Background: an optimization exercise with open tools, aiming at small area, a short achievable clock period and few clock cycles per item. Do not read the settings as production practice.
In this exercise RTL edits were held to simulation tests only and were not proved equivalent to the original.
Power figures rest on the tool's default switching activity, not on a simulated workload.

## flow/run.sh

```bash
#!/bin/bash
# The standard layout (the standard.sh: unchanged synthesis and ORFS steps) with two
# changes to how it optimises, none to the constraints:
#  - every input and output port still gets its own buffer, but a buf_4 instead of the
#    delay-cell buffer buffer_ports picks by default.
# Make's output goes to layout.log here; each ORFS step keeps its own log under orfs/logs.
set -euo pipefail
extra='SETUP_SLACK_MARGIN=6.9 "BUFFER_PORTS_ARGS=-buffer_cell sky130_fd_sc_hd__buf_4"'
sed "s|\"\\\${@:-finish}\"|$extra \"\${@:-finish}\"|" standard.sh > tuned.sh
grep -q 'SETUP_SLACK_MARGIN=6.9' tuned.sh
bash tuned.sh > layout.log 2>&1
```

## standard.sh

```bash
#!/bin/bash
# synth_recipe.tcl (not shown) runs the flow's synth.tcl, then flattens the netlist and writes it again
# the make line also repeats each setting of config.mk as NAME=value (left out here)
make -C /OpenROAD-flow-scripts/flow DESIGN_CONFIG=/design/flow/config.mk WORK_HOME=/design/flow/orfs CLKGATE_MAP_FILE= SYNTH_SCRIPT=/design/flow/synth_recipe.tcl "${@:-finish}"
```

## config.mk

```make
export PLATFORM = sky130hd
export DESIGN_NAME = dbg_mem_top
export DESIGN_NICKNAME = dbg_mem_top
export VERILOG_FILES = /design/flow/design.v
export SDC_FILE = /design/flow/constraint.sdc
export NUM_CORES = 4
export LEC_CHECK = 0
export CAP_MARGIN = 20
export CORE_MARGIN = 2
export CORE_UTILIZATION = 70
export CTS_CLUSTER_DIAMETER = 100
export CTS_CLUSTER_SIZE = 24
export SLEW_MARGIN = 20
```

## constraint.sdc

```tcl
create_clock -name core_clock -period 10.0 [get_ports {clk}]
set_input_delay 2.0000 -clock core_clock [delete_from_list [all_inputs] [get_ports {clk}]]
set_output_delay 2.0000 -clock core_clock [all_outputs]
set_load 0.01 [all_outputs]
```

## design.v

```verilog
package dbg_mem_pkg;
  localparam int unsigned CLKS_PER_BIT = 16;
  localparam int unsigned BIT_CNT_W    = $clog2(CLKS_PER_BIT);
  localparam int unsigned DATA_W      = 32;
  localparam int unsigned STRB_W      = DATA_W / 8;
  localparam int unsigned MEM_WORDS   = 64;
  localparam int unsigned MEM_ADDR_W  = 8;
  localparam int unsigned WORD_ADDR_W = MEM_ADDR_W - 2;
  localparam int unsigned AXIL_ADDR_W = 16;
  localparam int unsigned FIELD_BYTES = 2;
  localparam int unsigned LEN_W       = FIELD_BYTES * 8;
  localparam int unsigned HDR_W       = 2 * LEN_W;
  localparam int unsigned HDR_CNT_W   = $clog2(2 * FIELD_BYTES);
  localparam logic [7:0] CMD_READ  = 8'h11;
  localparam logic [7:0] CMD_WRITE = 8'h12;
  localparam logic [7:0] BYTE_ACK  = 8'h06;
  localparam logic [7:0] BYTE_EOT  = 8'h04;
  localparam logic [1:0] RESP_OKAY   = 2'b00;
  localparam logic [1:0] RESP_SLVERR = 2'b10;
  typedef struct packed {
    logic [WORD_ADDR_W-1:0] addr;
    logic                   we;
    logic [DATA_W-1:0]      wdata;
    logic [STRB_W-1:0]      strb;
  } mem_req_t;
  typedef struct packed {
    logic                   aw_valid;
    logic [AXIL_ADDR_W-1:0] aw_addr;
    logic                   w_valid;
    logic [DATA_W-1:0]      w_data;
    logic [STRB_W-1:0]      w_strb;
    logic                   b_ready;
    logic                   ar_valid;
    logic [AXIL_ADDR_W-1:0] ar_addr;
    logic                   r_ready;
  } axil_req_t;
  typedef struct packed {
    logic              aw_ready;
    logic              w_ready;
    logic              ar_ready;
    logic              b_valid;
    logic [1:0]        b_resp;
    logic              r_valid;
    logic [DATA_W-1:0] r_data;
    logic [1:0]        r_resp;
  } axil_rsp_t;
endpackage
`timescale 1ns/1ps
import dbg_mem_pkg::*;
module uart_byte_rx (
  input  logic       clk,
  input  logic       rst_n_i,
  input  logic       rx_i,
  output logic       byte_valid_o,
  output logic [7:0] byte_o
);
  typedef enum logic [1:0] {RX_IDLE, RX_START, RX_DATA, RX_STOP} rx_state_e;
  rx_state_e            state_q;
  logic                 rx_meta_q, rx_sync_q;
  logic [BIT_CNT_W-1:0] cnt_q;
  logic [2:0]           bit_q;
  logic [7:0]           shift_q;
  logic                 bit_end;
  assign bit_end = (cnt_q == BIT_CNT_W'(CLKS_PER_BIT - 1));
  always_ff @(posedge clk) begin
    if (!rst_n_i) begin
      rx_meta_q    <= 1'b1;
      rx_sync_q    <= 1'b1;
      state_q      <= RX_IDLE;
      cnt_q        <= '0;
      bit_q        <= '0;
      byte_valid_o <= 1'b0;
    end else begin
      rx_meta_q    <= rx_i;
      rx_sync_q    <= rx_meta_q;
      byte_valid_o <= 1'b0;
      cnt_q        <= cnt_q + 1'b1;
      case (state_q)
        RX_IDLE: begin
          cnt_q <= '0;
          if (!rx_sync_q) state_q <= RX_START;
        end
        RX_START: begin
          if (cnt_q == BIT_CNT_W'(CLKS_PER_BIT / 2 - 1)) begin
            cnt_q   <= '0;
            bit_q   <= '0;
            state_q <= rx_sync_q ? RX_IDLE : RX_DATA;
          end
        end
        RX_DATA: begin
          if (bit_end) begin
            bit_q <= bit_q + 1'b1;
            if (bit_q == 3'd7) state_q <= RX_STOP;
          end
        end
        default: begin
          if (bit_end) begin
            byte_valid_o <= rx_sync_q;
            state_q      <= RX_IDLE;
          end
        end
      endcase
    end
  end
  always_ff @(posedge clk) begin
    if (state_q == RX_DATA && bit_end) shift_q <= {rx_sync_q, shift_q[7:1]};
  end
  assign byte_o = shift_q;
endmodule
`timescale 1ns/1ps
import dbg_mem_pkg::*;
module uart_byte_tx (
  input  logic       clk,
  input  logic       rst_n_i,
  input  logic       send_i,
  input  logic [7:0] byte_i,
  output logic       busy_o,
  output logic       tx_o
);
  logic                 busy_q;
  logic [BIT_CNT_W-1:0] cnt_q;
  logic [3:0]           bit_q;
  logic [9:0]           frame_q;
  logic                 bit_end;
  assign bit_end = (cnt_q == BIT_CNT_W'(CLKS_PER_BIT - 1));
  always_ff @(posedge clk) begin
    if (!rst_n_i) begin
      busy_q <= 1'b0;
      cnt_q  <= '0;
      bit_q  <= '0;
    end else if (!busy_q) begin
      cnt_q <= '0;
      bit_q <= '0;
      if (send_i) busy_q <= 1'b1;
    end else begin
      cnt_q <= cnt_q + 1'b1;
      if (bit_end) begin
        bit_q <= bit_q + 1'b1;
        if (bit_q == 4'd9) busy_q <= 1'b0;
      end
    end
  end
  always_ff @(posedge clk) begin
    if (!rst_n_i) frame_q[0] <= 1'b1;
    else if (send_i && !busy_q) frame_q[0] <= 1'b0;
    else if (busy_q && bit_end) frame_q[0] <= frame_q[1];
  end
  always_ff @(posedge clk) begin
    if (send_i && !busy_q) frame_q[9:1] <= {1'b1, byte_i};
    else if (busy_q && bit_end) frame_q[9:1] <= {1'b1, frame_q[9:2]};
  end
  assign busy_o = busy_q;
  assign tx_o   = frame_q[0];
endmodule
`timescale 1ns/1ps
import dbg_mem_pkg::*;
module uart_dbg_engine (
  input  logic              clk,
  input  logic              rst_n_i,
  input  logic              rx_valid_i,
  input  logic [7:0]        rx_byte_i,
  output logic              tx_send_o,
  output logic [7:0]        tx_byte_o,
  input  logic              tx_busy_i,
  output logic              mem_req_valid_o,
  output logic              mem_we_o,
  output logic [MEM_ADDR_W-1:0] mem_addr_o,
  output logic [7:0]        mem_wdata_o,
  input  logic              mem_gnt_i,
  input  logic              mem_rvalid_i,
  input  logic [DATA_W-1:0] mem_rdata_i
);
  typedef enum logic [3:0] {
    S_IDLE, S_HDR, S_ACK, S_DATA, S_DATA_RX, S_DATA_REQ, S_DATA_RD, S_DATA_TX, S_EOT
  } eng_state_e;
  eng_state_e            state_q;
  logic [HDR_CNT_W-1:0]  hdr_cnt_q;
  logic [MEM_ADDR_W-1:0] addr_q;
  logic [LEN_W-1:0]      len_q;
  logic                  is_write_q;
  logic                  ack_only_q;
  logic [7:0]            data_q;
  always_ff @(posedge clk) begin
    if (!rst_n_i) begin
      state_q    <= S_IDLE;
      hdr_cnt_q  <= '0;
      addr_q     <= '0;
      len_q      <= '0;
      is_write_q <= 1'b0;
      ack_only_q <= 1'b0;
    end else begin
      case (state_q)
        S_IDLE: begin
          if (rx_valid_i) begin
            if (rx_byte_i == BYTE_ACK) begin
              ack_only_q <= 1'b1;
              state_q    <= S_ACK;
            end else if (rx_byte_i == CMD_READ || rx_byte_i == CMD_WRITE) begin
              is_write_q <= (rx_byte_i == CMD_WRITE);
              ack_only_q <= 1'b0;
              hdr_cnt_q  <= '0;
              state_q    <= S_HDR;
            end
          end
        end
        S_HDR: begin
          if (rx_valid_i) begin
            hdr_cnt_q <= hdr_cnt_q + 1'b1;
            case (hdr_cnt_q)
              2'd0:    addr_q        <= rx_byte_i;
              2'd1:    ;
              2'd2:    len_q[7:0]    <= rx_byte_i;
              default: begin
                len_q[15:8] <= rx_byte_i;
                state_q     <= S_ACK;
              end
            endcase
          end
        end
        S_ACK: begin
          if (!tx_busy_i) state_q <= ack_only_q ? S_IDLE : S_DATA;
        end
        S_DATA: begin
          if (len_q == '0) state_q <= S_EOT;
          else state_q <= is_write_q ? S_DATA_RX : S_DATA_REQ;
        end
        S_DATA_RX: begin
          if (rx_valid_i) state_q <= S_DATA_REQ;
        end
        S_DATA_REQ: begin
          if (mem_gnt_i) begin
            if (is_write_q) begin
              addr_q  <= addr_q + 1'b1;
              len_q   <= len_q - 1'b1;
              state_q <= S_DATA;
            end else begin
              state_q <= S_DATA_RD;
            end
          end
        end
        S_DATA_RD: begin
          if (mem_rvalid_i) state_q <= S_DATA_TX;
        end
        S_DATA_TX: begin
          if (!tx_busy_i) begin
            addr_q  <= addr_q + 1'b1;
            len_q   <= len_q - 1'b1;
            state_q <= S_DATA;
          end
        end
        default: begin
          if (!tx_busy_i) state_q <= S_IDLE;
        end
      endcase
    end
  end
  always_ff @(posedge clk) begin
    if (state_q == S_DATA_RX && rx_valid_i) data_q <= rx_byte_i;
    else if (state_q == S_DATA_RD && mem_rvalid_i) data_q <= mem_rdata_i[8*addr_q[1:0] +: 8];
  end
  always_comb begin
    tx_send_o = !tx_busy_i && (state_q == S_ACK || state_q == S_DATA_TX || state_q == S_EOT);
    case (state_q)
      S_ACK:   tx_byte_o = BYTE_ACK;
      S_EOT:   tx_byte_o = BYTE_EOT;
      default: tx_byte_o = data_q;
    endcase
  end
  assign mem_req_valid_o = (state_q == S_DATA_REQ);
  assign mem_we_o        = is_write_q;
  assign mem_addr_o      = addr_q;
  assign mem_wdata_o     = data_q;
endmodule
`timescale 1ns/1ps
import dbg_mem_pkg::*;
module axil_mem_port (
  input  logic                    clk,
  input  logic                    rst_n_i,
  input  dbg_mem_pkg::axil_req_t  axil_req_i,
  output dbg_mem_pkg::axil_rsp_t  axil_rsp_o,
  input  logic                    dbg_req_i,
  input  logic                    dbg_we_i,
  input  logic [MEM_ADDR_W-1:0]   dbg_addr_i,
  input  logic [7:0]              dbg_wdata_i,
  output logic                    dbg_gnt_o,
  output logic                    dbg_rvalid_o,
  output logic [7:0]              mem_wsel_hi_o,
  output logic [7:0]              mem_wsel_lo_o,
  output logic [DATA_W-1:0]       mem_wdata_o,
  output logic [STRB_W-1:0]       mem_wstrb_o,
  output logic [MEM_WORDS-1:0]    mem_rsel_o,
  input  logic [DATA_W-1:0]       mem_rdata_i
);
  localparam int unsigned QD = 3;   
  logic ar_rdy_q, aw_rdy_q;
  logic ar_acc, aw_acc, dbg_hold;
  logic                   rd_v_q, rd_dbg_q, rd_err_q;
  logic [MEM_WORDS-1:0]   rd_sel_q;
  logic                   wr_axi_q, wr_err_q;
  logic [7:0]             wr_hi_q, wr_lo_q;
  logic [DATA_W-1:0]      wr_data_q;
  logic [STRB_W-1:0]      wr_strb_q;
  logic [QD-1:0]          rv_q, re_q, bv_q, be_q;
  logic [DATA_W-1:0]      rdat_q [QD];
  logic                   r_pop, b_pop;
  assign ar_acc    = axil_req_i.ar_valid && ar_rdy_q;
  assign aw_acc    = axil_req_i.aw_valid && axil_req_i.w_valid && aw_rdy_q;
  assign dbg_gnt_o = dbg_req_i && !ar_rdy_q && !aw_rdy_q;
  assign dbg_hold  = dbg_req_i && !dbg_gnt_o;
  assign r_pop     = rv_q[0] && axil_req_i.r_ready;
  assign b_pop     = bv_q[0] && axil_req_i.b_ready;
  logic r_ge2, r_ge3, b_ge2, b_ge3, r_full_nxt, b_full_nxt;
  assign r_ge2 = rv_q[1] || (rv_q[0] && rd_v_q);
  assign r_ge3 = rv_q[2] || (rv_q[1] && rd_v_q);
  assign b_ge2 = bv_q[1] || (bv_q[0] && wr_axi_q);
  assign b_ge3 = bv_q[2] || (bv_q[1] && wr_axi_q);
  assign r_full_nxt = (ar_acc && !r_pop) ? r_ge2 : (ar_acc == r_pop) && r_ge3;
  assign b_full_nxt = (aw_acc && !b_pop) ? b_ge2 : (aw_acc == b_pop) && b_ge3;
  always_ff @(posedge clk) begin
    if (!rst_n_i) begin
      ar_rdy_q <= 1'b0;
      aw_rdy_q <= 1'b0;
      rd_v_q   <= 1'b0;
      rd_dbg_q <= 1'b0;
      wr_hi_q  <= '0;
      wr_axi_q <= 1'b0;
    end else begin
      ar_rdy_q <= !r_full_nxt && !dbg_hold;
      aw_rdy_q <= !b_full_nxt && !dbg_hold;
      rd_v_q   <= ar_acc;
      rd_dbg_q <= dbg_gnt_o && !dbg_we_i;
      for (int h = 0; h < 8; h++)
        wr_hi_q[h] <= ((aw_acc && !aw_err) || (dbg_gnt_o && dbg_we_i)) && wr_addr[5:3] == 3'(h);
      wr_axi_q <= aw_acc;
    end
  end
  logic                   ar_err, aw_err;
  logic [WORD_ADDR_W-1:0] rd_addr, wr_addr;
  assign ar_err  = (axil_req_i.ar_addr >= AXIL_ADDR_W'(MEM_WORDS * 4));
  assign aw_err  = (axil_req_i.aw_addr >= AXIL_ADDR_W'(MEM_WORDS * 4));
  assign rd_addr = dbg_gnt_o ? dbg_addr_i[MEM_ADDR_W-1:2] : axil_req_i.ar_addr[MEM_ADDR_W-1:2];
  assign wr_addr = dbg_gnt_o ? dbg_addr_i[MEM_ADDR_W-1:2] : axil_req_i.aw_addr[MEM_ADDR_W-1:2];
  always_ff @(posedge clk) begin
    rd_err_q  <= ar_err;
    for (int w = 0; w < MEM_WORDS; w++)
      rd_sel_q[w] <= (rd_addr == WORD_ADDR_W'(w)) && (dbg_gnt_o || !ar_err);
    wr_err_q  <= aw_err;
    for (int l = 0; l < 8; l++) wr_lo_q[l] <= (wr_addr[2:0] == 3'(l));
    wr_data_q <= dbg_gnt_o ? {STRB_W{dbg_wdata_i}} : axil_req_i.w_data;
    wr_strb_q <= dbg_gnt_o ? (STRB_W'(1) << dbg_addr_i[1:0]) : axil_req_i.w_strb;
  end
  assign mem_wsel_hi_o = wr_hi_q;
  assign mem_wsel_lo_o = wr_lo_q;
  assign mem_wdata_o  = wr_data_q;
  assign mem_wstrb_o  = wr_strb_q;
  assign mem_rsel_o   = rd_sel_q;
  assign dbg_rvalid_o = rd_dbg_q;
  logic [QD-1:0]     rv_sh, re_sh, bv_sh, be_sh;
  logic [DATA_W-1:0] rdat_sh [QD];
  logic [DATA_W-1:0] r_new;
  assign r_new = mem_rdata_i;
  always_comb begin
    for (int i = 0; i < QD; i++) begin
      if (i < QD - 1) begin
        rv_sh[i]   = r_pop ? rv_q[i+1]   : rv_q[i];
        re_sh[i]   = r_pop ? re_q[i+1]   : re_q[i];
        rdat_sh[i] = r_pop ? rdat_q[i+1] : rdat_q[i];
        bv_sh[i]   = b_pop ? bv_q[i+1]   : bv_q[i];
        be_sh[i]   = b_pop ? be_q[i+1]   : be_q[i];
      end else begin
        rv_sh[i]   = r_pop ? 1'b0 : rv_q[i];
        re_sh[i]   = re_q[i];
        rdat_sh[i] = rdat_q[i];
        bv_sh[i]   = b_pop ? 1'b0 : bv_q[i];
        be_sh[i]   = be_q[i];
      end
    end
  end
  logic r_push, b_push;
  assign r_push = rd_v_q;
  assign b_push = wr_axi_q;
  always_ff @(posedge clk) begin
    for (int i = 0; i < QD; i++) begin
      if (r_push && !rv_sh[i] && (i == 0 || rv_sh[i > 0 ? i-1 : 0])) begin
        rdat_q[i] <= r_new;
        re_q[i]   <= rd_err_q;
      end else begin
        rdat_q[i] <= rdat_sh[i];
        re_q[i]   <= re_sh[i];
      end
      if (b_push && !bv_sh[i] && (i == 0 || bv_sh[i > 0 ? i-1 : 0])) be_q[i] <= wr_err_q;
      else be_q[i] <= be_sh[i];
    end
  end
  always_ff @(posedge clk) begin
    if (!rst_n_i) begin
      rv_q <= '0;
      bv_q <= '0;
    end else begin
      for (int i = 0; i < QD; i++) begin
        rv_q[i] <= rv_sh[i] || (r_push && (i == 0 || rv_sh[i > 0 ? i-1 : 0]));
        bv_q[i] <= bv_sh[i] || (b_push && (i == 0 || bv_sh[i > 0 ? i-1 : 0]));
      end
    end
  end
  always_comb begin
    axil_rsp_o.aw_ready = aw_rdy_q;
    axil_rsp_o.w_ready  = aw_rdy_q;
    axil_rsp_o.ar_ready = ar_rdy_q;
    axil_rsp_o.b_valid  = bv_q[0];
    axil_rsp_o.b_resp   = be_q[0] ? RESP_SLVERR : RESP_OKAY;
    axil_rsp_o.r_valid  = rv_q[0];
    axil_rsp_o.r_data   = rdat_q[0];
    axil_rsp_o.r_resp   = re_q[0] ? RESP_SLVERR : RESP_OKAY;
  end
endmodule
`timescale 1ns/1ps
import dbg_mem_pkg::*;
module scratch_mem (
  input  logic                   clk,
  input  logic [7:0]             wsel_hi_i,   
  input  logic [7:0]             wsel_lo_i,   
  input  logic [DATA_W-1:0]      wdata_i,
  input  logic [STRB_W-1:0]      wstrb_i,
  input  logic [MEM_WORDS-1:0]   rsel_i,    
  output logic [DATA_W-1:0]      rdata_o
);
  logic [DATA_W-1:0] mem_q [MEM_WORDS];
  always_ff @(posedge clk) begin
    for (int w = 0; w < MEM_WORDS; w++) begin
      for (int b = 0; b < STRB_W; b++) begin
        if (wsel_hi_i[w / 8] && wsel_lo_i[w % 8] && wstrb_i[b])
          mem_q[w][8*b +: 8] <= wdata_i[8*b +: 8];
      end
    end
  end
  always_comb begin
    rdata_o = '0;
    for (int w = 0; w < MEM_WORDS; w++) rdata_o = rdata_o | (mem_q[w] & {DATA_W{rsel_i[w]}});
  end
endmodule
`timescale 1ns/1ps
import dbg_mem_pkg::*;
module dbg_mem_top (
  input  logic      clk,
  input  logic      rst_n_i,
  input  logic      uart_rx_i,
  output logic      uart_tx_o,
  input  logic                   axil_aw_valid_i,
  output logic                   axil_aw_ready_o,
  input  logic [AXIL_ADDR_W-1:0] axil_aw_addr_i,
  input  logic                   axil_w_valid_i,
  output logic                   axil_w_ready_o,
  input  logic [DATA_W-1:0]      axil_w_data_i,
  input  logic [STRB_W-1:0]      axil_w_strb_i,
  output logic                   axil_b_valid_o,
  input  logic                   axil_b_ready_i,
  output logic [1:0]             axil_b_resp_o,
  input  logic                   axil_ar_valid_i,
  output logic                   axil_ar_ready_o,
  input  logic [AXIL_ADDR_W-1:0] axil_ar_addr_i,
  output logic                   axil_r_valid_o,
  input  logic                   axil_r_ready_i,
  output logic [DATA_W-1:0]      axil_r_data_o,
  output logic [1:0]             axil_r_resp_o
);
  dbg_mem_pkg::axil_req_t axil_req_i;
  dbg_mem_pkg::axil_rsp_t axil_rsp_o;
  assign axil_req_i.aw_valid = axil_aw_valid_i;
  assign axil_req_i.aw_addr  = axil_aw_addr_i;
  assign axil_req_i.w_valid  = axil_w_valid_i;
  assign axil_req_i.w_data   = axil_w_data_i;
  assign axil_req_i.w_strb   = axil_w_strb_i;
  assign axil_req_i.b_ready  = axil_b_ready_i;
  assign axil_req_i.ar_valid = axil_ar_valid_i;
  assign axil_req_i.ar_addr  = axil_ar_addr_i;
  assign axil_req_i.r_ready  = axil_r_ready_i;
  assign axil_aw_ready_o = axil_rsp_o.aw_ready;
  assign axil_w_ready_o  = axil_rsp_o.w_ready;
  assign axil_ar_ready_o = axil_rsp_o.ar_ready;
  assign axil_b_valid_o  = axil_rsp_o.b_valid;
  assign axil_b_resp_o   = axil_rsp_o.b_resp;
  assign axil_r_valid_o  = axil_rsp_o.r_valid;
  assign axil_r_data_o   = axil_rsp_o.r_data;
  assign axil_r_resp_o   = axil_rsp_o.r_resp;
  logic                   rx_valid, tx_send, tx_busy;
  logic [7:0]             rx_byte, tx_byte;
  logic                   dbg_valid, dbg_we, dbg_gnt, dbg_rvalid;
  logic [MEM_ADDR_W-1:0]  dbg_addr;
  logic [7:0]             dbg_wdata;
  logic [7:0]             mem_wsel_hi, mem_wsel_lo;
  logic [MEM_WORDS-1:0]   mem_rsel;
  logic [DATA_W-1:0]      mem_wdata, mem_rdata;
  logic [STRB_W-1:0]      mem_wstrb;
  uart_byte_rx i_uart_rx (
    .clk          ( clk       ),
    .rst_n_i      ( rst_n_i   ),
    .rx_i         ( uart_rx_i ),
    .byte_valid_o ( rx_valid  ),
    .byte_o       ( rx_byte   )
  );
  uart_byte_tx i_uart_tx (
    .clk     ( clk       ),
    .rst_n_i ( rst_n_i   ),
    .send_i  ( tx_send   ),
    .byte_i  ( tx_byte   ),
    .busy_o  ( tx_busy   ),
    .tx_o    ( uart_tx_o )
  );
  uart_dbg_engine i_dbg_engine (
    .clk             ( clk        ),
    .rst_n_i         ( rst_n_i    ),
    .rx_valid_i      ( rx_valid   ),
    .rx_byte_i       ( rx_byte    ),
    .tx_send_o       ( tx_send    ),
    .tx_byte_o       ( tx_byte    ),
    .tx_busy_i       ( tx_busy    ),
    .mem_req_valid_o ( dbg_valid  ),
    .mem_we_o        ( dbg_we     ),
    .mem_addr_o      ( dbg_addr   ),
    .mem_wdata_o     ( dbg_wdata  ),
    .mem_gnt_i       ( dbg_gnt    ),
    .mem_rvalid_i    ( dbg_rvalid ),
    .mem_rdata_i     ( mem_rdata  )
  );
  axil_mem_port i_axil_port (
    .clk          ( clk        ),
    .rst_n_i      ( rst_n_i    ),
    .axil_req_i   ( axil_req_i ),
    .axil_rsp_o   ( axil_rsp_o ),
    .dbg_req_i    ( dbg_valid  ),
    .dbg_we_i     ( dbg_we     ),
    .dbg_addr_i   ( dbg_addr   ),
    .dbg_wdata_i  ( dbg_wdata  ),
    .dbg_gnt_o    ( dbg_gnt    ),
    .dbg_rvalid_o ( dbg_rvalid ),
    .mem_wsel_hi_o ( mem_wsel_hi ),
    .mem_wsel_lo_o ( mem_wsel_lo ),
    .mem_wdata_o  ( mem_wdata  ),
    .mem_wstrb_o  ( mem_wstrb  ),
    .mem_rsel_o   ( mem_rsel   ),
    .mem_rdata_i  ( mem_rdata  )
  );
  scratch_mem i_mem (
    .clk     ( clk       ),
    .wsel_hi_i ( mem_wsel_hi ),
    .wsel_lo_i ( mem_wsel_lo ),
    .wdata_i ( mem_wdata ),
    .wstrb_i ( mem_wstrb ),
    .rsel_i  ( mem_rsel  ),
    .rdata_o ( mem_rdata )
  );
endmodule
```

==> results by group, run 1 <==
Clock tree
  – CTS tree: yes
  – Clock Tree Buf Depth: 3
  – CTS buffer count: 108
  – Clock latency on the worst-skew pair: ~0.80 ns
  – Hold buffers post-CTS: 0
  – H-Tree Depth: 3
  – Clock transition at path regs: 0.10 ns
  – CTS root buf: clkbuf_16
  – Clock sink count: 2357

Cells and area
  – Commonest non-fill, non-tap cell in the layout: edfxtp_1
  – Fillers: 6859
  – Layout Nets: 5046
  – Area of the multi-input gates: 0.01744 mm^2
  – Commonest non-fill, non-tap cells in the layout: 2174 x edfxtp_1, 511 x a22o_1, 426 x a221oi_1, 266 x and3_1, 169 x buf_4
  – Ratio of cells with drive above 1 in the final layout: 0.1577
  – Sequential cell area: 0.06924 mm^2
  – Area growth, synth to finish: 9.078%

Power
  – Maximum vdd drop: 0.2149 mV
  – Switching share of power: 0.2004
  – Pwr per Cell Area: 170.0 mW/mm^2
  – Switching power: 0.003232 W
  – Clk pwr share: 0.315
  – Pleak: 31.00 nW
  – Cell internal pwr: around 0.013 W
  – Share of power burned in combinational logic: 0.011
  – Reg power frac: 0.674

Yosys
  – Post-Synthesis Cell Area: approximately 0.087 mm^2
  – Synthesized flop and latch total: 2357
  – Top FF cell, synth: edfxtp_1
  – Cells after Synth: 4891
  – Register area share after synthesis: 0.7926
  – Adder-Cell Fraction of Synth Area: 0.002733
  – Ys async rst share: 0
  – Yosys cell types: 76
  – Warnings, synthesis: 8
  – EDFF count, synth: 2174
  – Largest family of logic cells by synthesized area: compound AO/OA/AOI/OAI gates
  – Multiplexer share of the synthesized area: 0.01027
  – Area contributors post-synth: edfxtp_1 75%, a221oi_1 5.2%, a22o_1 5.2%
  – Post-Synth XOR/XNOR Area: 0.001007
  – Top cell type's share of synthesized area: 0.7505
  – Cell accounting for the most synthesized area: edfxtp_1
  – Post-synthesis compound-gate area fraction: 0.1168
  – Syn_area_per_cell: 17.78 um^2
  – Post-Synth Simple-Gate Area: 0.05565

Floorplan
  – Die width: ~360 um
  – CORE AREA: 0.1235 mm^2
  – Rows: about 130
  – Die area: 0.1271 mm^2
  – I/O pin total: 118
  – Chip height: 356.5 um
  – Initial core utilization: 0.7045

Timing
  – Slew Limit Fails: 0
  – Final setup violation count: 0
  – Least-Margin Pin Slew: 1.303 ns
  – Slew Limit Headroom: 0.1310
  – Crit share post-route: 0.3325
  – Post-Route Skew: about 0.031 ns
  – Final Hold Fails: 0
  – Fin Hold WS: between 0.4 and 0.5 ns
  – Fmax: ~0.30 GHz
  – Final TNS setup: 0 ns
  – Fin crit period: approximately 3.3 ns
  – RSZ-0062 raised after global routing: yes

Critical path
  – Critical Path, Cell by Cell: buf_6
  – Cell count along the critical path: 1
  – R2R Path End: i_dbg_engine.data_q[6]$_DFFE_PP_
  – Reg2Reg Depth: 8
  – WP data arrival: roughly 1.3 ns
  – Max FO, Critical Path: 1
  – Critical Path RT: approximately 8.0 ns
  – Worst Setup Start Kind: flop
  – CP top delay family: flip-flops
  – Critical R2R Launch: i_axil_port.rd_sel_q[1]$_DFF_P_
  – Bufs and invs on worst path: 1
  – Critical path class: reg -> out
  – CP max stage cell: edfxtp_1
  – Flop2flop setup slack: 6.69 ns
  – Setup crit end kind: output port
  – Largest stage delay on the critical path: 0.41 ns

Global routing
  – First-pass GRT wire length: about 410000 um
  – Aggregate global-route resource usage: 0.4872
  – Largest net degree at the start of global routing: 72
  – Gr ovfl total: 0
  – Initial antenna violation count: 23
  – Vias in the first global route: 50240

Placed design
  – DP HPWL: 184600 um
  – IO buf count: 111
  – Routability cong.: around 0.96

Drt
  – DR iter-0 viols: 11680
  – Final ANT Viol Nets: 0
  – Routed length per instance: 46.71 um
  – Vias per std cell: 8.230
  – Via count: 54930
  – Final WL: 311800 um
  – Number of remaining DRC errors: 0
  – TritonRoute pass-1 iters: 10

Hold path
  – Sink of the worst hold path: i_uart_rx.rx_sync_q$_SDFF_PN1_
  – Min-Delay Path Class: reg -> reg
  – Hold_sp: i_uart_rx.rx_meta_q$_SDFF_PN1_
  – Hold Path Stages: 1

Outcome
  – Status: complete, no violations

Flow run
  – Maximum Capacitance Violations: 0
[logic make-up after synthesis]
| family | after synthesis |
|---|---|
| multiplexers | 80 |
| adder cells (fa/ha/maj) | 19 |
| flip-flops | 2357 |
| AO/OA/AOI/OAI | 1204 |
| AND/OR/NAND/NOR | 852 |
| buffers and inverters | 368 |
| other | 1 |
| XOR/XNOR | 10 |
[worst register-to-register path: cells and delay by family (launching register included)]
| kind | cells | cell delay, ns |
|---|---|---|
| AND/OR/NAND/NOR | 2 | 0.81 |
| flip-flops | 1 | 0.33 |
| buffers and inverters | 2 | 0.58 |
| AO/OA/AOI/OAI | 4 | 1.31 |
[power by group through the flow]
stage / Combinational (W) / Sequential (W) / Clock, W
after floorplan: 0.0000752 / 0.0111 / 0
after global placement: 0.000164 / 0.0111 / 0
after detailed placement: 0.000171 / 0.0111 / 0
after CTS: 0.000178 / 0.0109 / 0.00500
after global routing: 0.000197 / 0.0109 / 0.00530
final: 0.000185 / 0.0109 / 0.00507
[cells in the mapped netlist (6+ instances only)]
| library cell | n |
|---|---|
| buf_1 | 13 |
| xor2_1 | 6 |
| nor4_1 | 11 |
| edfxtp_1 | 2174 |
| mux2i_1 | 12 |
| clkbuf_1 | 166 |
| buf_2 | 114 |
| buf_4 | 15 |
| a221oi_1 | 512 |
| buf_6 | 31 |
| a211oi_1 | 7 |
| a21oi_1 | 54 |
| nand3b_1 | 6 |
| o31ai_1 | 7 |
| nor3_1 | 83 |
| nor3b_1 | 8 |
| o22ai_1 | 6 |
| or2_2 | 6 |
| o21ai_0 | 30 |
| nand4_1 | 133 |
| nand2_1 | 167 |
| nand2b_1 | 13 |
| mux2_2 | 66 |
| inv_1 | 27 |
| a22o_1 | 512 |
| dfxtp_1 | 183 |
| a31oi_1 | 17 |
| ha_1 | 19 |
| nand3_1 | 25 |
| a22oi_1 | 12 |
| o211ai_1 | 10 |
| and3_1 | 267 |
| or4_4 | 33 |
| nor2_1 | 79 |
[worst max-delay path by stage]
stage,slack (ns),from,to
detailed placement,5.98,axil_ar_addr_i[11],i_axil_port.rd_sel_q[28]$_DFF_P_
global placement,5.99,axil_ar_addr_i[15],i_axil_port.rd_sel_q[28]$_DFF_P_
finish,6.68,i_axil_port.rdat_q[0][19]$_DFFE_PP_,axil_r_data_o[19]
CTS,6.65,i_axil_port.rdat_q[0][9]$_DFFE_PP_,axil_r_data_o[9]
floorplan,6.70,axil_r_ready_i,i_axil_port.rdat_q[1][0]$_DFFE_PP_
global route,6.66,i_axil_port.rdat_q[0][7]$_DFFE_PP_,axil_r_data_o[7]
[layer usage]
metal | global-route usage | part of all wire | up-vias
met5 | 0 | 0.0019 | -
met4 | 0.3246 | 0.085 | 38
met3 | 0.2109 | 0.18 | 1331
met2 | 0.6824 | 0.42 | 5938
met1 | 0.6240 | 0.31 | 27080
li1 | - | - | 20540
[registers in the layout (all words and copies together) (netlist names), 8 cells and up]
| signal | cells |
|---|---|
| i_mem.mem_q | 2048 |
| i_axil_port.rdat_q | 96 |
| i_axil_port.rd_sel_q | 64 |
| i_axil_port.wr_data_q | 32 |
| i_dbg_engine.len_q | 16 |
| i_uart_tx.frame_q | 9 |
| i_axil_port.wr_hi_q | 8 |
| i_axil_port.wr_lo_q | 8 |
| i_dbg_engine.addr_q | 8 |
| i_dbg_engine.data_q | 8 |
| i_uart_rx.shift_q | 8 |
[cell type report]
class	count	area share
Antenna cell	14	0.0003692
Clock buffer	176	0.03185
Clock inverter	6	0.0007780
Inverter	29	0.001147
Multi-Input combinational cell	2170	0.1839
Sequential cell	2357	0.7297
Tap cell	1637	0.02159
Timing Repair Buffer	285	0.03069
[repair_timing]
action	in CTS	in global routing
resized for setup	229	103
hold endpoints to repair	0	0
pin swaps	43	44
gates cloned	1	5
buffers inserted	23	34
endpoints found under the setup margin	202	145
[metrics by stage]
| stage | instances | instance area, um^2 | util | total power [W] | setup WS (ns) |
|---|---|---|---|---|---|
| final | 6674 | 94880 | 0.7684 | 0.01613 | 6.675 |
| after global placement | 6413 | 89470 | 0.7246 | 0.01126 | 5.992 |
| after detailed placement | 6414 | 89500 | 0.7248 | 0.01127 | 5.976 |
| after global routing | 6660 | 94850 | 0.7682 | 0.01637 | 6.660 |
| after floorplan | 4892 | 87310 | - | 0.01113 | 6.705 |
| after CTS | 6620 | 93880 | 0.7603 | 0.01604 | 6.647 |
Testbench counts, summed over its fixed seeds: cycles 6,416, items 6,400.
==> run 2: changes to the inputs <==
--- a/flow/run.sh
+++ b/flow/run.sh
@@ -5,7 +5,7 @@
 #    delay-cell buffer buffer_ports picks by default.
 # Make's output goes to layout.log here; each ORFS step keeps its own log under orfs/logs.
 set -euo pipefail
-extra='SETUP_SLACK_MARGIN=6.9 "BUFFER_PORTS_ARGS=-buffer_cell sky130_fd_sc_hd__buf_4"'
+extra='SETUP_SLACK_MARGIN=7.0 "BUFFER_PORTS_ARGS=-buffer_cell sky130_fd_sc_hd__buf_4"'
 sed "s|\"\\\${@:-finish}\"|$extra \"\${@:-finish}\"|" standard.sh > tuned.sh
-grep -q 'SETUP_SLACK_MARGIN=6.9' tuned.sh
+grep -q 'SETUP_SLACK_MARGIN=7.0' tuned.sh
 bash tuned.sh > layout.log 2>&1
--- a/config.mk
+++ b/config.mk
@@ -7,7 +7,7 @@
 export LEC_CHECK = 0
 export CAP_MARGIN = 20
 export CORE_MARGIN = 2
-export CORE_UTILIZATION = 70
+export CORE_UTILIZATION = 60
 export CTS_CLUSTER_DIAMETER = 100
 export CTS_CLUSTER_SIZE = 24
 export SLEW_MARGIN = 20
==> run 2 against run 1 <==
Against the previous run:
- still clean
- sequential share of layout area is 1.3 points lower
- first-iteration DRC count is 13% lower
- sequential power hardly changed
- critical endpoint is now axil_r_data_o[25]
- highest routed layer unchanged
==> results by group, run 2 <==
Outcome
  – Status: complete, no violations

Hold path
  – Hold_sp: i_uart_rx.rx_meta_q$_SDFF_PN1_
  – Min-Delay Path Class: reg -> reg
  – Sink of the worst hold path: i_uart_rx.rx_sync_q$_SDFF_PN1_
  – Hold Path Stages: 1

Critical path
  – Flop2flop setup slack: 6.77 ns
  – Max FO, Critical Path: 1
  – Worst Setup Start Kind: flop
  – Critical path class: reg -> out
  – Critical Path RT: 8.00 ns
  – WP data arrival: 1.34 ns
  – Reg2Reg Depth: 7
  – Largest stage delay on the critical path: 0.42 ns
  – CP top delay family: flip-flops
  – CP max stage cell: edfxtp_1
  – Critical Path, Cell by Cell: buf_6
  – Setup crit end kind: output port
  – Critical R2R Launch: i_axil_port.rd_sel_q[33]$_DFF_P_
  – Bufs and invs on worst path: 1
  – R2R Path End: i_dbg_engine.data_q[7]$_DFFE_PP_

Global routing
  – First-pass GRT wire length: 432900 um
  – Aggregate global-route resource usage: 0.4428
  – Vias in the first global route: around 50000
  – Initial antenna violation count: 16
  – Largest net degree at the start of global routing: between 60 and 70
  – Gr ovfl total: 0

Yosys
  – EDFF count, synth: 2174
  – Post-Synth XOR/XNOR Area: 0.001007
  – Top FF cell, synth: edfxtp_1
  – Post-Synthesis Cell Area: 0.08699 mm^2
  – Register area share after synthesis: 0.7926
  – Post-Synth Simple-Gate Area: 0.05565
  – Multiplexer share of the synthesized area: 0.01027
  – Yosys cell types: 76
  – Most frequent cell after synthesis: edfxtp_1
  – Largest family of logic cells by synthesized area: compound AO/OA/AOI/OAI gates
  – Area contributors post-synth: edfxtp_1 75%, a221oi_1 5.2%, a22o_1 5.2%
  – Synthesized flop and latch total: 2357
  – Post-synthesis compound-gate area fraction: 0.1168
  – Top cells by count, synth: 2174 x edfxtp_1, 512 x a221oi_1, 512 x a22o_1
  – Adder-Cell Fraction of Synth Area: 0.002733
  – Top cell type's share of synthesized area: 0.7505
  – Cell accounting for the most synthesized area: edfxtp_1
  – Ys async rst share: 0
  – Warnings, synthesis: 8
  – Cells after Synth: just under 5000
  – Syn_area_per_cell: 17.78 um^2

Placed design
  – Placed insts: 6692
  – DP HPWL: 194200 um
  – Routability cong.: just over 0.9
  – IO buf count: 111

Floorplan
  – Die area: 0.1480 mm^2
  – Chip height: 384.8 um
  – Initial core utilization: 0.6048
  – I/O pin total: about 120
  – CORE AREA: between 0.1 and 0.15 mm^2
  – Die width: 384.8 um
  – Rows: about 140

Clock tree
  – Clock Tree Buf Depth: 3
  – Clock latency on the worst-skew pair: 0.81 ns
  – Clock transition at path regs: about 0.10 ns
  – CTS buffer count: 108
  – Clock sink count: 2357
  – CTS tree: yes
  – H-Tree Depth: 3
  – CTS root buf: clkbuf_16

Timing
  – Crit share post-route: 0.3344
  – Slew Limit Headroom: 0.1568
  – Least-Margin Pin Slew: 1.265 ns
  – Fin Hold WS: 0.4331 ns
  – RSZ-0062 raised after global routing: yes
  – Slew Limit Fails: 0
  – Fmax: about 0.3 GHz
  – Post-Route Skew: 0.03412 ns
  – Final Hold Fails: 0
  – Final setup violation count: 0
  – Fin crit period: 3.344 ns
  – Final TNS setup: 0 ns

Power
  – Switching share of power: 0.2039
  – Switching power: 0.003309 W
  – Maximum vdd drop: between 0.15 and 0.2 mV
  – Pleak: 31.64 nW
  – Reg power frac: 0.670
  – Cell internal pwr: 0.01292 W
  – Share of power burned in combinational logic: 0.012
  – Clk pwr share: 0.318
  – Final total power: 0.01622 W
  – Pwr per Cell Area: 167.8 mW/mm^2

Cells and area
  – Sequential cell area: 0.06924 mm^2
  – Ratio of cells with drive above 1 in the final layout: 0.1763
  – Most flops, register: i_mem.mem_q
  – Largest registers: i_mem.mem_q: 2048 flops, i_axil_port.rdat_q: 96 flops, i_axil_port.rd_sel_q: 64 flops
  – Commonest non-fill, non-tap cells in the layout: 2174 x edfxtp_1, 510 x a22o_1, 387 x a221oi_1, 266 x and3_1, 210 x buf_4
  – Fillers: 9606
  – Area of the multi-input gates: 0.01775 mm^2
  – Largest register FFs: between 2000 and 2500
  – Non-filler cells, final: 7028
  – Util after Layout: 0.6721
  – Area growth, synth to finish: 11.13%
  – Commonest non-fill, non-tap cell in the layout: edfxtp_1
  – Layout Nets: 5121

Drt
  – Final ANT Viol Nets: 0
  – Via count: between 50000 and 60000
  – Number of remaining DRC errors: 0
  – DR iter-0 viols: 10200
  – Vias per std cell: 7.784
  – Routed length per instance: around 47 um
  – Final WL: 331900 um
  – TritonRoute pass-1 iters: 6

Flow run
  – Maximum Capacitance Violations: 0
[run 2: kinds of logic after synthesis]
group                    count (synthesis)
multiplexers                            80
adder cells (fa/ha/maj)                 19
XOR/XNOR                                10
other                                    1
AO/OA/AOI/OAI                         1204
buffers and inverters                  368
AND/OR/NAND/NOR                        852
flip-flops                            2357
[run 2: power groups by stage]
stage	sequential (W)	combinational, W	clock, W
6_report	0.0109	0.000193	0.00516
5_1_grt	0.0109	0.000203	0.00543
4_1_cts	0.0109	0.000185	0.00512
3_5_place_dp	0.0111	0.000176	0
3_3_place_gp	0.0111	0.000169	0
2_1_floorplan	0.0111	0.0000748	0
[run 2: cell type report]
class                           instances  share of cell area
Sequential cell                      2357              0.7163
Multi-Input combinational cell       2171              0.1837
Timing Repair Buffer                  359             0.04142
Clock buffer                          189             0.03176
Tap cell                             1903             0.02463
Inverter                               29            0.001126
Clock inverter                          5           0.0007248
Antenna cell                           15           0.0003883
[run 2: stage by stage]
step / cell area (um^2) / worst slack, ns
floorplan: 87240 / 6.718
global placement: 89810 / 5.833
detailed placement: 89830 / 5.781
CTS: 95540 / 6.618
global route: 96640 / 6.609
finish: 96670 / 6.656
[run 2: repair_timing]
item,4_1_cts,5_1_grt
pin swaps,71,64
hold buffers,0,0
gates cloned,6,8
resized for setup,349,101
buffers inserted,80,33
setup endpoints to repair,236,185
[run 2: metal layers]
layer	GRT usage	vias up	wire length, um	share of wire
li1	-	20710	-	-
met4	0.2595	19	23650	0.071
met3	0.1387	1012	52420	0.16
met5	0	-	758	0.0023
met1	0.5916	27890	110300	0.33
met2	0.6459	5079	144700	0.44
[run 2: worst max-delay path by stage]
stage | from | to | slack, ns | cells past startpoint
after floorplan | axil_r_ready_i | i_axil_port.rdat_q[1][0]$_DFFE_PP_ | 6.72 | 6
after global placement | axil_r_ready_i | i_axil_port.rdat_q[1][29]$_DFFE_PP_ | 5.83 | 5
after detailed placement | axil_r_ready_i | i_axil_port.rdat_q[1][24]$_DFFE_PP_ | 5.78 | 5
after CTS | i_axil_port.rdat_q[0][25]$_DFFE_PP_ | axil_r_data_o[25] | 6.62 | 1
after global routing | i_axil_port.rdat_q[0][25]$_DFFE_PP_ | axil_r_data_o[25] | 6.61 | 1
final | i_axil_port.rdat_q[0][25]$_DFFE_PP_ | axil_r_data_o[25] | 6.66 | 1
==> run 3: changes to the inputs <==
--- a/design.v
+++ b/design.v
@@ -284,6 +284,7 @@
   input  logic [7:0]              dbg_wdata_i,
   output logic                    dbg_gnt_o,
   output logic                    dbg_rvalid_o,
+  output logic [DATA_W-1:0]       dbg_rdata_o,
   output logic [7:0]              mem_wsel_hi_o,
   output logic [7:0]              mem_wsel_lo_o,
   output logic [DATA_W-1:0]       mem_wdata_o,
@@ -293,8 +294,8 @@
 );
   localparam int unsigned QD = 3;   
   logic ar_rdy_q, aw_rdy_q;
-  logic ar_acc, aw_acc, dbg_hold;
-  logic                   rd_v_q, rd_dbg_q, rd_err_q;
+  logic ar_acc, aw_acc, dbg_hold, dbg_rd;
+  logic                   rd_v_q, rd_dbg_q, rd_dbg2_q, rd_err_q;
   logic [MEM_WORDS-1:0]   rd_sel_q;
   logic                   wr_axi_q, wr_err_q;
   logic [7:0]             wr_hi_q, wr_lo_q;
@@ -307,6 +308,7 @@
   assign aw_acc    = axil_req_i.aw_valid && axil_req_i.w_valid && aw_rdy_q;
   assign dbg_gnt_o = dbg_req_i && !ar_rdy_q && !aw_rdy_q;
   assign dbg_hold  = dbg_req_i && !dbg_gnt_o;
+  assign dbg_rd    = dbg_gnt_o && !dbg_we_i;
   assign r_pop     = rv_q[0] && axil_req_i.r_ready;
   assign b_pop     = bv_q[0] && axil_req_i.b_ready;
   logic r_ge2, r_ge3, b_ge2, b_ge3, r_full_nxt, b_full_nxt;
@@ -322,13 +324,15 @@
       aw_rdy_q <= 1'b0;
       rd_v_q   <= 1'b0;
       rd_dbg_q <= 1'b0;
+      rd_dbg2_q <= 1'b0;
       wr_hi_q  <= '0;
       wr_axi_q <= 1'b0;
     end else begin
-      ar_rdy_q <= !r_full_nxt && !dbg_hold;
-      aw_rdy_q <= !b_full_nxt && !dbg_hold;
+      ar_rdy_q <= !r_full_nxt && !dbg_hold && !dbg_rd;
+      aw_rdy_q <= !b_full_nxt && !dbg_hold && !dbg_rd;
       rd_v_q   <= ar_acc;
-      rd_dbg_q <= dbg_gnt_o && !dbg_we_i;
+      rd_dbg_q <= dbg_rd;
+      rd_dbg2_q <= rd_dbg_q;
       for (int h = 0; h < 8; h++)
         wr_hi_q[h] <= ((aw_acc && !aw_err) || (dbg_gnt_o && dbg_we_i)) && wr_addr[5:3] == 3'(h);
       wr_axi_q <= aw_acc;
@@ -346,7 +350,8 @@
       rd_sel_q[w] <= (rd_addr == WORD_ADDR_W'(w)) && (dbg_gnt_o || !ar_err);
     wr_err_q  <= aw_err;
     for (int l = 0; l < 8; l++) wr_lo_q[l] <= (wr_addr[2:0] == 3'(l));
-    wr_data_q <= dbg_gnt_o ? {STRB_W{dbg_wdata_i}} : axil_req_i.w_data;
+    wr_data_q <= dbg_gnt_o ? {STRB_W{dbg_wdata_i}} :
+                 rd_dbg_q  ? mem_rdata_i : axil_req_i.w_data;
     wr_strb_q <= dbg_gnt_o ? (STRB_W'(1) << dbg_addr_i[1:0]) : axil_req_i.w_strb;
   end
   assign mem_wsel_hi_o = wr_hi_q;
@@ -354,7 +359,8 @@
   assign mem_wdata_o  = wr_data_q;
   assign mem_wstrb_o  = wr_strb_q;
   assign mem_rsel_o   = rd_sel_q;
-  assign dbg_rvalid_o = rd_dbg_q;
+  assign dbg_rvalid_o = rd_dbg2_q;
+  assign dbg_rdata_o  = wr_data_q;
   logic [QD-1:0]     rv_sh, re_sh, bv_sh, be_sh;
   logic [DATA_W-1:0] rdat_sh [QD];
   logic [DATA_W-1:0] r_new;
@@ -490,7 +496,7 @@
   logic [7:0]             dbg_wdata;
   logic [7:0]             mem_wsel_hi, mem_wsel_lo;
   logic [MEM_WORDS-1:0]   mem_rsel;
-  logic [DATA_W-1:0]      mem_wdata, mem_rdata;
+  logic [DATA_W-1:0]      mem_wdata, mem_rdata, dbg_rdata;
   logic [STRB_W-1:0]      mem_wstrb;
   uart_byte_rx i_uart_rx (
     .clk          ( clk       ),
@@ -521,7 +527,7 @@
     .mem_wdata_o     ( dbg_wdata  ),
     .mem_gnt_i       ( dbg_gnt    ),
     .mem_rvalid_i    ( dbg_rvalid ),
-    .mem_rdata_i     ( mem_rdata  )
+    .mem_rdata_i     ( dbg_rdata  )
   );
   axil_mem_port i_axil_port (
     .clk          ( clk        ),
@@ -534,6 +540,7 @@
     .dbg_wdata_i  ( dbg_wdata  ),
     .dbg_gnt_o    ( dbg_gnt    ),
     .dbg_rvalid_o ( dbg_rvalid ),
+    .dbg_rdata_o  ( dbg_rdata  ),
     .mem_wsel_hi_o ( mem_wsel_hi ),
     .mem_wsel_lo_o ( mem_wsel_lo ),
     .mem_wdata_o  ( mem_wdata  ),
--- a/flow/run.sh
+++ b/flow/run.sh
@@ -5,7 +5,7 @@
 #    delay-cell buffer buffer_ports picks by default.
 # Make's output goes to layout.log here; each ORFS step keeps its own log under orfs/logs.
 set -euo pipefail
-extra='SETUP_SLACK_MARGIN=7.0 "BUFFER_PORTS_ARGS=-buffer_cell sky130_fd_sc_hd__buf_4"'
+extra='SETUP_SLACK_MARGIN=6.85 "BUFFER_PORTS_ARGS=-buffer_cell sky130_fd_sc_hd__buf_4"'
 sed "s|\"\\\${@:-finish}\"|$extra \"\${@:-finish}\"|" standard.sh > tuned.sh
-grep -q 'SETUP_SLACK_MARGIN=7.0' tuned.sh
+grep -q 'SETUP_SLACK_MARGIN=6.85' tuned.sh
 bash tuned.sh > layout.log 2>&1
--- a/config.mk
+++ b/config.mk
@@ -7,7 +7,7 @@
 export LEC_CHECK = 0
 export CAP_MARGIN = 20
 export CORE_MARGIN = 2
-export CORE_UTILIZATION = 60
+export CORE_UTILIZATION = 70
 export CTS_CLUSTER_DIAMETER = 100
 export CTS_CLUSTER_SIZE = 24
 export SLEW_MARGIN = 20
==> run 3 against run 2 <==
Against the previous run:
- first-iteration DRC count grew 22%
- non-clock buffer count shrank 124
- worst hold slack lost 0.019 ns
==> results by group, run 3 <==
Cells and area
  – Util after Layout: 0.7554
  – Area growth, synth to finish: 7.224%
  – Layout Nets: 4976
  – Largest registers: i_mem.mem_q: 2048 flops, i_axil_port.rdat_q: 96 flops, i_axil_port.rd_sel_q: 64 flops
  – Post-route cell area: 0.09339 mm^2
  – Commonest non-fill, non-tap cell in the layout: edfxtp_1
  – Non-filler cells, final: 6574
  – Ratio of cells with drive above 1 in the final layout: 0.1357
  – Largest register FFs: 2048
  – Commonest non-fill, non-tap cells in the layout: 2174 x edfxtp_1, 512 x a22o_1, 472 x a221oi_1, 269 x and3_1, 178 x buf_4
  – Fillers: 7193
  – Most flops, register: i_mem.mem_q

Timing
  – Post-Route Skew: 0.03217 ns
  – Slew Limit Headroom: 0.2063
  – RSZ-0062 raised after global routing: yes
  – Slew Limit Fails: 0
  – Final setup violation count: 0
  – Crit share post-route: 0.3393
  – Final Hold Fails: 0
  – Fin crit period: approximately 3.4 ns
  – Fmax: 0.2948 GHz
  – Least-Margin Pin Slew: 1.191 ns
  – Final setup margin: 6.607 ns
  – Final TNS setup: 0 ns

Clock tree
  – CTS tree: yes
  – Clock latency on the worst-skew pair: 0.80 ns
  – Clock sink count: between 2000 and 2500
  – H-Tree Depth: 3
  – CTS buffer count: 108
  – Clock Tree Buf Depth: 3
  – Hold buffers post-CTS: 0
  – CTS root buf: clkbuf_16
  – Clock transition at path regs: 0.10 ns

Yosys
  – Top FF cell, synth: edfxtp_1
  – Register area share after synthesis: 0.7918
  – Syn_area_per_cell: between 15 and 20 um^2
  – Synthesized flop and latch total: 2358
  – Top cells by count, synth: 2174 x edfxtp_1, 512 x a221oi_1, 512 x a22o_1
  – EDFF count, synth: 2174
  – Yosys cell types: 73
  – Post-Synthesis Cell Area: approximately 0.087 mm^2
  – Area contributors post-synth: edfxtp_1 75%, a221oi_1 5.1%, a22o_1 5.1%
  – Cell accounting for the most synthesized area: edfxtp_1
  – Top cell type's share of synthesized area: 0.7495
  – Most frequent cell after synthesis: edfxtp_1
  – Ys async rst share: 0
  – Cells after Synth: 4871
  – Warnings, synthesis: 8

Critical path
  – Critical path class: reg -> out
  – Setup crit end kind: output port
  – CP max stage cell: edfxtp_1
  – Max FO, Critical Path: 1
  – Critical Path, Cell by Cell: buf_6
  – Critical Path RT: 8.00 ns
  – R2R Path End: i_axil_port.rdat_q[0][6]$_DFFE_PP_
  – Flop2flop setup slack: 6.62 ns
  – Setup crit start: i_axil_port.rdat_q[0][23]$_DFFE_PP_
  – Largest stage delay on the critical path: 0.45 ns
  – Critical R2R Launch: i_axil_port.rd_sel_q[53]$_DFF_P_
  – CP top delay family: flip-flops
  – Reg2Reg Depth: 6
  – Bufs and invs on worst path: 1
  – WP data arrival: 1.39 ns
  – Worst Setup Start Kind: flop

Drt
  – Number of remaining DRC errors: 0
  – Final ANT Viol Nets: 0
  – Vias per std cell: 8.330
  – TritonRoute pass-1 iters: 7
  – Routed length per instance: 47.27 um
  – Final WL: 310800 um
  – Via count: 54760
  – DR iter-0 viols: 12420

Hold path
  – Hold Path Stages: 1
  – Sink of the worst hold path: i_uart_rx.rx_sync_q$_SDFF_PN1_
  – Hold_sp: i_uart_rx.rx_meta_q$_SDFF_PN1_
  – Min-Delay Path Class: reg -> reg

Placed design
  – IO buf count: 111
  – DP HPWL: ~180000 um
  – Worst slack, placed: 5.701 ns
  – Placed insts: 6397
  – Routability cong.: 0.9543
  – Placed Instance Area: 0.08972 mm^2

Floorplan
  – Chip height: 356.8 um
  – Die width: 356.8 um
  – Die area: 0.1273 mm^2
  – CORE AREA: 0.1236 mm^2
  – I/O pin total: 118
  – Rows: 129
  – Initial core utilization: 0.7045

Outcome
  – Status: complete, no violations

Power
  – Pwr per Cell Area: 172.2 mW/mm^2
  – Maximum vdd drop: 0.2159 mV
  – Pleak: 30.27 nW

Flow run
  – Maximum Capacitance Violations: 0

Global routing
  – Largest net degree at the start of global routing: 66
  – First-pass GRT wire length: roughly 410000 um
  – Vias in the first global route: 49780
  – Initial antenna violation count: 16
  – Gr ovfl total: 0
  – Aggregate global-route resource usage: 0.4873
run 3: cell count changes after synthesis, moves of 9 or more:
| cell | delta |
|---|---|
| clkbuf_1 | +38 |
| buf_6 | -29 |
| a211o_1 | +33 |
| nand2_1 | -88 |
| a22oi_1 | -9 |
| mux2_2 | +13 |
| nor3b_1 | +34 |
run 3: worst reg2reg max path: stages (launching register included):
cell      delay (ns)
dfxtp_2         0.43
buf_4           0.40
a22o_1          0.33
a221oi_1        0.82
nand4_1         0.24
or4_4           0.62
mux2_2          0.31
run 3: cell families (layout without fill, tap and decap cells):
kind of cell / count (synthesis) / after routing / synth area share
buf+inv: 370 / 426 / 0.01840
xor+xnor: 10 / 10 / 0.001005
other cells: 1 / 10 / 0.00004305
mux: 92 / 92 / 0.01286
fa+ha+maj: 19 / 19 / 0.002729
simple gates: 795 / 796 / 0.05428
flops: 2358 / 2358 / 0.7918
compound gates: 1226 / 1226 / 0.1189
run 3: per-stage QoR:
| step | hold slack, ns | total power (W) |
|---|---|---|
| 2_1_floorplan | 0.3863 | 0.01114 |
| 3_3_place_gp | 0.3968 | 0.01129 |
| 4_1_cts | 0.4267 | 0.01597 |
| 3_5_place_dp | 0.4088 | 0.01130 |
| 5_1_grt | 0.4356 | 0.01632 |
| 6_report | 0.4142 | 0.01608 |
run 3: layer usage:
metal / wire length, um / GRT usage
met5: 134 / 0
met3: 57800 / 0.1965
met2: 128200 / 0.6705
met1: 97490 / 0.6471
met4: 27180 / 0.3224
run 3: repair_timing:
item,4_1_cts,5_1_grt
gates resized for setup,78,41
buffers inserted,4,3
pin swaps,10,11
gates cloned,1,0
setup endpoints to repair,135,94
hold endpoints to repair,0,0
run 3: power by group:
group,internal (W),total (W),switching (W)
registers,0.0108,0.0108,0.0000410
clock network,0.00202,0.00499,0.00297
logic,0.0000731,0.000299,0.000226
total,0.0128,0.0161,0.00324
run 3: worst max path at each step:
stage | endpoint | depth (start not counted)
4_1_cts | axil_r_data_o[23] | 1
5_1_grt | axil_r_data_o[29] | 1
6_report | axil_r_data_o[23] | 1
3_5_place_dp | i_axil_port.rdat_q[1][27]$_DFFE_PP_ | 5
3_3_place_gp | i_axil_port.rdat_q[1][10]$_DFFE_PP_ | 5
2_1_floorplan | i_axil_port.rdat_q[2][0]$_DFFE_PP_ | 3
run 3: cell type report:
cell class	instances	area [um^2]	share of cell area
multi-input combinational	2145	17030	0.1823
timing repair buffer	235	2014	0.02157
clock inverter	8	126.4	0.001353
sequential	2358	69180	0.7407
inverter	33	123.9	0.001326
tap	1637	2048	0.02193
antenna	8	20.02	0.0002144
clock buffer	150	2860	0.03063
Testbench counts of run 3, summed over its fixed seeds: cycles 6,416, items 6,400.
==> run 4: changes to the inputs <==
--- a/flow/run.sh
+++ b/flow/run.sh
@@ -5,7 +5,7 @@
 #    delay-cell buffer buffer_ports picks by default.
 # Make's output goes to layout.log here; each ORFS step keeps its own log under orfs/logs.
 set -euo pipefail
-extra='SETUP_SLACK_MARGIN=6.85 "BUFFER_PORTS_ARGS=-buffer_cell sky130_fd_sc_hd__buf_4"'
+extra='SETUP_SLACK_MARGIN=6.75 "BUFFER_PORTS_ARGS=-buffer_cell sky130_fd_sc_hd__buf_4"'
 sed "s|\"\\\${@:-finish}\"|$extra \"\${@:-finish}\"|" standard.sh > tuned.sh
-grep -q 'SETUP_SLACK_MARGIN=6.85' tuned.sh
+grep -q 'SETUP_SLACK_MARGIN=6.75' tuned.sh
 bash tuned.sh > layout.log 2>&1
--- a/config.mk
+++ b/config.mk
@@ -7,7 +7,7 @@
 export LEC_CHECK = 0
 export CAP_MARGIN = 20
 export CORE_MARGIN = 2
-export CORE_UTILIZATION = 70
+export CORE_UTILIZATION = 75
 export CTS_CLUSTER_DIAMETER = 100
 export CTS_CLUSTER_SIZE = 24
 export SLEW_MARGIN = 20
==> run 4 against run 3 <==
Against the previous run:
- critical path depth up 5
- global-route usage is 2.5 points higher
- area after synthesis stayed put
- final area decreased by 0.52%
- largest power group unchanged
- wire length decreased by 2.2%
- via count increased by 0.73%
- critical endpoint is now i_axil_port.rdat_q[0][18]$_DFFE_PP_
- cell count decreased by 1.5%
- largest cell class unchanged
- still clean
- die area shrank 6.6%
==> results by group, run 4 <==
Critical path
  – R2R Path End: i_axil_port.rdat_q[0][18]$_DFFE_PP_
  – Setup crit start: i_axil_port.rd_sel_q[57]$_DFF_P_
  – Flop2flop setup slack: 6.59 ns
  – Critical R2R Launch: i_axil_port.rd_sel_q[57]$_DFF_P_
  – Setup crit end kind: flop
  – Max FO, Critical Path: 27
  – Critical Path Sink: i_axil_port.rdat_q[0][18]$_DFFE_PP_
  – Critical path class: reg -> reg
  – Reg2Reg Depth: 6
  – Critical Path RT: 10.52 ns
  – WP data arrival: 3.93 ns
  – Worst Setup Start Kind: flop

Timing
  – Crit share post-route: 0.3411
  – Post-Route Skew: 0.02707 ns
  – RSZ-0062 raised after global routing: yes
  – Fmax: between 0.2 and 0.3 GHz
  – Final Hold Fails: 0
  – Final TNS setup: 0 ns
  – Fin crit period: 3.411 ns
  – Slew Limit Headroom: 0.1828
  – Slew Limit Fails: 0
  – Least-Margin Pin Slew: 1.226 ns
  – Final setup violation count: 0
  – Final setup margin: 6.589 ns
  – Fin Hold WS: 0.4343 ns

Drt
  – Final WL: 303900 um
  – Number of remaining DRC errors: 0
  – Vias per std cell: 8.515
  – Final ANT Viol Nets: 0
  – Via count: 55160
  – DR iter-0 viols: 12190
  – TritonRoute pass-1 iters: 7
  – Routed length per instance: ~47 um

Placed design
  – Placed Instance Area: 0.08940 mm^2
  – IO buf count: 111
  – Worst slack, placed: 5.928 ns
  – DP HPWL: 173100 um
  – Routability cong.: between 0.9 and 1

Yosys
  – Ys async rst share: 0
  – Register area share after synthesis: 0.7918
  – Warnings, synthesis: 8
  – Top cells by count, synth: 2174 x edfxtp_1, 512 x a221oi_1, 512 x a22o_1
  – Top cell type's share of synthesized area: 0.7495
  – Area contributors post-synth: edfxtp_1 75%, a221oi_1 5.1%, a22o_1 5.1%
  – Top FF cell, synth: edfxtp_1
  – Syn_area_per_cell: 17.88 um^2
  – Synthesized flop and latch total: 2358
  – Most frequent cell after synthesis: edfxtp_1
  – Cell accounting for the most synthesized area: edfxtp_1
  – Yosys cell types: 73
  – Post-Synthesis Cell Area: 0.08710 mm^2
  – EDFF count, synth: 2174
  – Cells after Synth: 4871

Floorplan
  – Initial core utilization: 0.7526
  – CORE AREA: 0.1157 mm^2
  – Die width: 344.8 um
  – Rows: around 130
  – Die area: 0.1189 mm^2
  – I/O pin total: 118
  – Chip height: 344.8 um

Power
  – Pwr per Cell Area: 173.6 mW/mm^2
  – Pleak: approximately 30 nW
  – Final total power: 0.01613 W
  – Maximum vdd drop: 0.1956 mV

Global routing
  – Largest net degree at the start of global routing: 66
  – Vias in the first global route: 50060
  – Aggregate global-route resource usage: 0.5121
  – Gr ovfl total: 0
  – First-pass GRT wire length: 402800 um
  – Initial antenna violation count: 20

Clock tree
  – Clock Tree Buf Depth: 3
  – CTS buffer count: around 110
  – CTS tree: yes
  – Clock sink count: 2358
  – Hold buffers post-CTS: 0
  – Clock transition at path regs: roughly 0.10 ns
  – CTS root buf: clkbuf_16
  – H-Tree Depth: 3
  – Clock latency on the worst-skew pair: 0.77 ns

Cells and area
  – Largest registers: i_mem.mem_q: 2048 flops, i_axil_port.rdat_q: 96 flops, i_axil_port.rd_sel_q: 64 flops
  – Commonest non-fill, non-tap cell in the layout: edfxtp_1
  – Largest register FFs: 2048
  – Commonest non-fill, non-tap cells in the layout: 2174 x edfxtp_1, 512 x a22o_1, 494 x a221oi_1, 269 x and3_1, 175 x buf_4
  – Fillers: 5926
  – Most flops, register: i_mem.mem_q
  – Ratio of cells with drive above 1 in the final layout: 0.1263
  – Post-route cell area: approximately 0.093 mm^2
  – Layout Nets: roughly 5000
  – Area growth, synth to finish: 6.667%

Outcome
  – Status: complete, no violations

Flow run
  – Maximum Capacitance Violations: 0

Hold path
  – Min-Delay Path Class: reg -> reg
  – Hold_sp: i_uart_rx.rx_meta_q$_SDFF_PN1_
## run 4: cell counts after synthesis
No cell type changed its count.
## run 4: what timing repair did
item / 4_1_cts / 5_1_grt
buffers inserted: 3 / 2
pin swaps: 4 / 10
resized for setup: 50 / 28
setup endpoints to repair: 195 / 125
## run 4: cell type report
class | instances | area [um^2] | area share
inverter | 33 | 123.9 | 0.001333
clock inverter | 2 | 28.78 | 0.0003097
clock buffer | 179 | 3033 | 0.03264
antenna | 21 | 52.55 | 0.0005656
tap | 1524 | 1907 | 0.02052
sequential | 2358 | 69180 | 0.7446
multi-input combinational | 2144 | 16740 | 0.1802
timing repair buffer | 217 | 1836 | 0.01976
## run 4: how the worst min path moves through the flow
stage | to | slack (ns) | depth (start not counted)
final | i_uart_rx.rx_sync_q$_SDFF_PN1_ | 0.43 | 1
after global routing | i_uart_rx.rx_sync_q$_SDFF_PN1_ | 0.45 | 1
after CTS | i_uart_rx.rx_sync_q$_SDFF_PN1_ | 0.44 | 1
after detailed placement | i_uart_rx.rx_sync_q$_SDFF_PN1_ | 0.41 | 1
after global placement | i_uart_rx.rx_sync_q$_SDFF_PN1_ | 0.40 | 1
after floorplan | i_uart_rx.rx_sync_q$_SDFF_PN1_ | 0.39 | 1
## run 4: kinds of logic after synthesis
kind of cell	share of synthesized area
AO/OA/AOI/OAI	0.1189
adder cells (fa/ha/maj)	0.002729
other	0.00004305
XOR/XNOR	0.001005
flip-flops	0.7918
multiplexers	0.01286
buffers and inverters	0.01840
AND/OR/NAND/NOR	0.05428
## run 4: routing by layer
layer  track usage  vias to the layer above  part of all wire
met1        0.6590                    26550              0.30
met5       0.01322                        -            0.0011
met2        0.6881                     6536              0.40
met4        0.3638                       22             0.098
li1              -                    20420                 -
met3        0.2430                     1635              0.20
## run 4: where the power goes
group | switching [W] | internal [W] | total (W)
registers | 0.0000530 | 0.0108 | 0.0108
logic | 0.000212 | 0.0000719 | 0.000284
clock network | 0.00295 | 0.00209 | 0.00504
total | 0.00322 | 0.0129 | 0.0161
## run 4: critical path, stage by stage (launching register included)
cell	delay, ns
dfxtp_2	0.51
buf_4	0.45
a22o_1	0.32
a221oi_1	0.46
nand4_1	0.42
or4_4	0.66
mux2_2	0.31
## run 4: stage by stage
stage / instances / utilization
4_1_cts: 6454 / 0.8008
3_5_place_dp: 6270 / 0.7725
5_1_grt: 6457 / 0.8023
3_3_place_gp: 6268 / 0.7720
2_1_floorplan: 4872 / -
6_report: 6478 / 0.8028

-- what the ideal ports hide --
Ports are ideal in the flow. The routed layouts listed here were re-timed in OpenROAD.
Step 1, drivers: a clkbuf_16 drives clk and a buf_2 each remaining input, both assumed.
Step 2 adds t to the input delays and takes it off the output delays; t is the mean of the earliest and latest rising clock arrival at the registers after step 1. Input paths then give back, and output paths get back, about the clock's delay inside the block.
Slacks: ideal ports / drivers / drivers and shift; pairs: ideal ports / drivers.
run | shift t [ns] | setup slack, ns | clock arrival spread, ns
run 1 | 0.860 | 6.675 / 6.596 / 6.189 | 0.035 / 0.034
run 2 | 0.881 | 6.656 / 6.568 / 6.199 | 0.036 / 0.036
run 3 | 0.865 | 6.607 / 6.526 / 6.092 | 0.032 / 0.033
run 4 | 0.833 | 6.589 / 6.571 / 6.179 | 0.031 / 0.031
After both steps setup and hold are still met in every run listed. The setup slack of run 3, which loses most, moves by -0.081 ns with the drivers and by -0.515 ns with both steps.
